Context: an optimization exercise on an open-source flow, tuned for small area, a short achievable clock period and few clock cycles per item. The choices shown serve that exercise and are no tape-out recipe.
Power and IR drop assume default switching activity.

== run Z ==
Design des_top, start of the top module:
module des_top (
  input  logic        clk,
  input  logic        rst,
  input  logic        wb_cyc_i,
  input  logic        wb_stb_i,
  input  logic        wb_we_i,
  input  logic [2:0]  wb_adr_i,
  input  logic [31:0] wb_dat_i,
  output logic        wb_ack_o,
  output logic [31:0] wb_dat_o
);
  des_bus_pkg::wb_req_t wb_req;
  des_bus_pkg::wb_rsp_t wb_rsp;
  des_tables_pkg::des_job_t job;
  des_tables_pkg::block_t   result;
  logic     start;
  logic     start_nx;
  logic     decrypt_nx;
  logic     running;
  logic     valid;
  logic     busy;
  logic     done;
  assign wb_req   = {wb_cyc_i, wb_stb_i, wb_we_i, wb_adr_i, wb_dat_i};
  assign wb_ack_o = wb_rsp.ack;
  assign wb_dat_o = wb_rsp.dat;
  des_wb_regs wb_regs_inst (
    .clk         (clk),
    .rst         (rst),
    .wb_req      (wb_req),
    .wb_rsp      (wb_rsp),
    .start       (start),
    .start_nx    (start_nx),
    .decrypt_nx  (decrypt_nx),
    .job         (job),
    .result      (result),
    .valid       (valid),
    .running     (running),
    .busy        (busy),
    .done        (done)
  );
  des_engine engine_inst (
    .clk     (clk),
    .rst     (rst),
    .start   (start),
    .start_nx   (start_nx),
    .decrypt_nx (decrypt_nx),
    .job     (job),
    .result  (result),
    .valid   (valid),
    .running (running),
    .busy    (busy),
    .done    (done)
  );
endmodule
==> module des_wb_regs, before the edit <==
module des_wb_regs (
  input  logic                     clk,
  input  logic                     rst,
  input  des_bus_pkg::wb_req_t     wb_req,
  output des_bus_pkg::wb_rsp_t     wb_rsp,
  output logic                     start,
  output logic                     start_nx,
  output logic                     decrypt_nx,
  output des_tables_pkg::des_job_t job,
  input  des_tables_pkg::block_t   result,
  input  logic                     valid,
  input  logic                     running,
  input  logic                     busy,
  input  logic                     done
);
  des_bus_pkg::wb_word_t key_hi;
  des_bus_pkg::wb_word_t key_lo;
  des_bus_pkg::wb_word_t data_hi;
  des_bus_pkg::wb_word_t data_lo;
  logic     decrypt_q;
  logic     ack_q;
  des_bus_pkg::wb_word_t dat_q;
  des_bus_pkg::wb_word_t rd_word;
  des_bus_pkg::wb_word_t wdat;
  logic     access;
  logic     wr;
  logic     accept;
  logic [7:0] sel;
  logic [7:0] wsel;
  assign access = wb_req.cyc && wb_req.stb && !ack_q;
  assign wr     = access && wb_req.we;
  assign accept = wr && (wb_req.adr == des_bus_pkg::ADR_CTRL) &&
                  wb_req.dat[des_bus_pkg::CTRL_START] && !running;
  always_comb begin
    for (int a = 0; a < 8; a++) sel[a] = (wb_req.adr == 3'(a));
  end
  always_comb begin
    rd_word = ({32{sel[des_bus_pkg::ADR_KEY_HI]}}  & key_hi) |
              ({32{sel[des_bus_pkg::ADR_KEY_LO]}}  & key_lo) |
              ({32{sel[des_bus_pkg::ADR_DATA_HI]}} & data_hi) |
              ({32{sel[des_bus_pkg::ADR_DATA_LO]}} & data_lo) |
              ({32{sel[des_bus_pkg::ADR_RES_HI] && valid}} & result[63:32]) |
              ({32{sel[des_bus_pkg::ADR_RES_LO] && valid}} & result[31:0]);
    rd_word[des_bus_pkg::CTRL_DECRYPT] = rd_word[des_bus_pkg::CTRL_DECRYPT] |
                                         (sel[des_bus_pkg::ADR_CTRL] && decrypt_q) |
                                         (sel[des_bus_pkg::ADR_STATUS] && done);
    rd_word[des_bus_pkg::STAT_BUSY] = rd_word[des_bus_pkg::STAT_BUSY] |
                                      (sel[des_bus_pkg::ADR_STATUS] && busy);
  end
  always_ff @(posedge clk) dat_q <= rd_word;
  logic job_decrypt;
  assign decrypt_nx = accept ? wb_req.dat[des_bus_pkg::CTRL_DECRYPT] : job_decrypt;
  assign start_nx   = accept && !rst;
  always_ff @(posedge clk) job_decrypt <= decrypt_nx;
  assign wdat = rst ? '0 : wb_req.dat;
  always_comb begin
    for (int a = 0; a < 8; a++) wsel[a] = rst || (wr && sel[a]);
  end
  always_ff @(posedge clk) begin
    if (wsel[des_bus_pkg::ADR_KEY_HI])  key_hi  <= wdat;
    if (wsel[des_bus_pkg::ADR_KEY_LO])  key_lo  <= wdat;
    if (wsel[des_bus_pkg::ADR_DATA_HI]) data_hi <= wdat;
    if (wsel[des_bus_pkg::ADR_DATA_LO]) data_lo <= wdat;
    if (wsel[des_bus_pkg::ADR_CTRL])    decrypt_q <= wdat[des_bus_pkg::CTRL_DECRYPT];
  end
  always_ff @(posedge clk) begin
    if (rst) begin
      ack_q     <= 1'b0;
      start     <= 1'b0;
    end else begin
      ack_q <= access;
      start <= accept;
    end
  end
  assign job.key     = {key_hi, key_lo};
  assign job.block   = {data_hi, data_lo};
  assign job.decrypt = decrypt_q;
  assign wb_rsp.ack = ack_q;
  assign wb_rsp.dat = dat_q;
endmodule
Settings: LEC_CHECK=0, CAP_MARGIN=20, CORE_MARGIN=2, CORE_UTILIZATION=40, SETUP_SLACK_MARGIN=4.3, SLEW_MARGIN=20; clock period 6.5 ns.
standard.sh (not shown) runs the stock make flow with config.mk's settings and CLKGATE_MAP_FILE= SYNTH_SCRIPT=/design/flow/synth_recipe.tcl, a recipe that flattens the netlist after the stock synthesis.
==> flow/flow/run.sh <==
#!/bin/bash
# Standard layout, with plain buffers on the ports instead of the delay cells
# buffer_ports picks by default.
set -euo pipefail
export BUFFER_PORTS_ARGS="-buffer_cell sky130_fd_sc_hd__buf_2"
bash standard.sh finish > make_finish.log 2>&1
The inputs of run R differ from those of run Z as listed below.
--- a/flow/design.v
+++ b/flow/design.v
@@ -1421,10 +1421,13 @@
   logic     access;
   logic     wr;
   logic     accept;
   logic [7:0] sel;
   logic [7:0] wsel;
+  logic       wr_q;
+  des_bus_pkg::wb_adr_t  wadr_q;
+  des_bus_pkg::wb_word_t wdat_q;
   assign access = wb_req.cyc && wb_req.stb && !ack_q;
   assign wr     = access && wb_req.we;
   assign accept = wr && (wb_req.adr == des_bus_pkg::ADR_CTRL) &&
                   wb_req.dat[des_bus_pkg::CTRL_START] && !running;
   always_comb begin
@@ -1446,20 +1449,26 @@
   always_ff @(posedge clk) dat_q <= rd_word;
   logic job_decrypt;
   assign decrypt_nx = accept ? wb_req.dat[des_bus_pkg::CTRL_DECRYPT] : job_decrypt;
   assign start_nx   = accept && !rst;
   always_ff @(posedge clk) job_decrypt <= decrypt_nx;
-  assign wdat = rst ? '0 : wb_req.dat;
+  always_ff @(posedge clk) begin
+    wr_q   <= wr && !rst;
+    wadr_q <= wb_req.adr;
+    wdat_q <= wb_req.dat;
+  end
+  assign wdat = rst ? '0 : wdat_q;
   always_comb begin
-    for (int a = 0; a < 8; a++) wsel[a] = rst || (wr && sel[a]);
+    for (int a = 0; a < 4; a++) wsel[a] = rst || (wr_q && (wadr_q == 3'(a)));
+    for (int a = 4; a < 8; a++) wsel[a] = rst || (wr && sel[a]);
   end
   always_ff @(posedge clk) begin
     if (wsel[des_bus_pkg::ADR_KEY_HI])  key_hi  <= wdat;
     if (wsel[des_bus_pkg::ADR_KEY_LO])  key_lo  <= wdat;
     if (wsel[des_bus_pkg::ADR_DATA_HI]) data_hi <= wdat;
     if (wsel[des_bus_pkg::ADR_DATA_LO]) data_lo <= wdat;
-    if (wsel[des_bus_pkg::ADR_CTRL])    decrypt_q <= wdat[des_bus_pkg::CTRL_DECRYPT];
+    if (wsel[des_bus_pkg::ADR_CTRL])    decrypt_q <= !rst && wb_req.dat[des_bus_pkg::CTRL_DECRYPT];
   end
   always_ff @(posedge clk) begin
     if (rst) begin
       ack_q     <= 1'b0;
       start     <= 1'b0;
==> comparison <==
[compare] base=run Z new=run R: number of cells in the design after placement went up 0.57%, average footprint of a synthesized cell saw an increase, first-pass GRT wire length now smaller, power attributed to the clock group has increased. Run R against run Z: pin slew with the least headroom to its limit climbed 0.036 ns; relative contribution of combinational cells to total power dropped 2.5 points; worst hold slack dropped 0.027 ns. NOTE cell count after synthesis run Z->run R increased slightly. In the tables for run Z and run R, number of inverters outside the clock class in the layout reads lower with run R. | number of cells in the finished layout apart from fillers | run Z vs run R | ≈ equal |. On fraction of the mapped netlist area in adder cells: between run Z and run R, it ends up higher for run Z.
Function was not checked in any run of this note: the RTL went through the layout flow alone.

## static timing again, ports no longer ideal
No port has a modelled driver above. Below, the same layouts with a new extraction and two added sets of constraints. Step 1 assumes that a clkbuf_16 drives the clock port and a buf_2 every other input. Step 2 times the ports against the registers' clock, not the clock port: input delays grow and output delays shrink by t, the midpoint of the rising clock arrivals with the driver on. a / b / c = ideal ports / drivers / drivers and shift; a / b = the first two.
run | shift t [ns] | setup WS [ns] | worst setup path after step 2 | clock arrival spread, ns | cell pins on the clock port's net
run Z | 0.609 | 3.899 / 3.899 / 3.642 | input to register | 0.025 / 0.025 | 1
run R | 0.567 | 4.025 / 4.025 / 3.546 | input to register | 0.023 / 0.023 | 1
After both steps every run listed still meets setup and hold. The setup slack of run R, which loses most, moves by 0.000 ns with the drivers and by -0.479 ns with both steps.
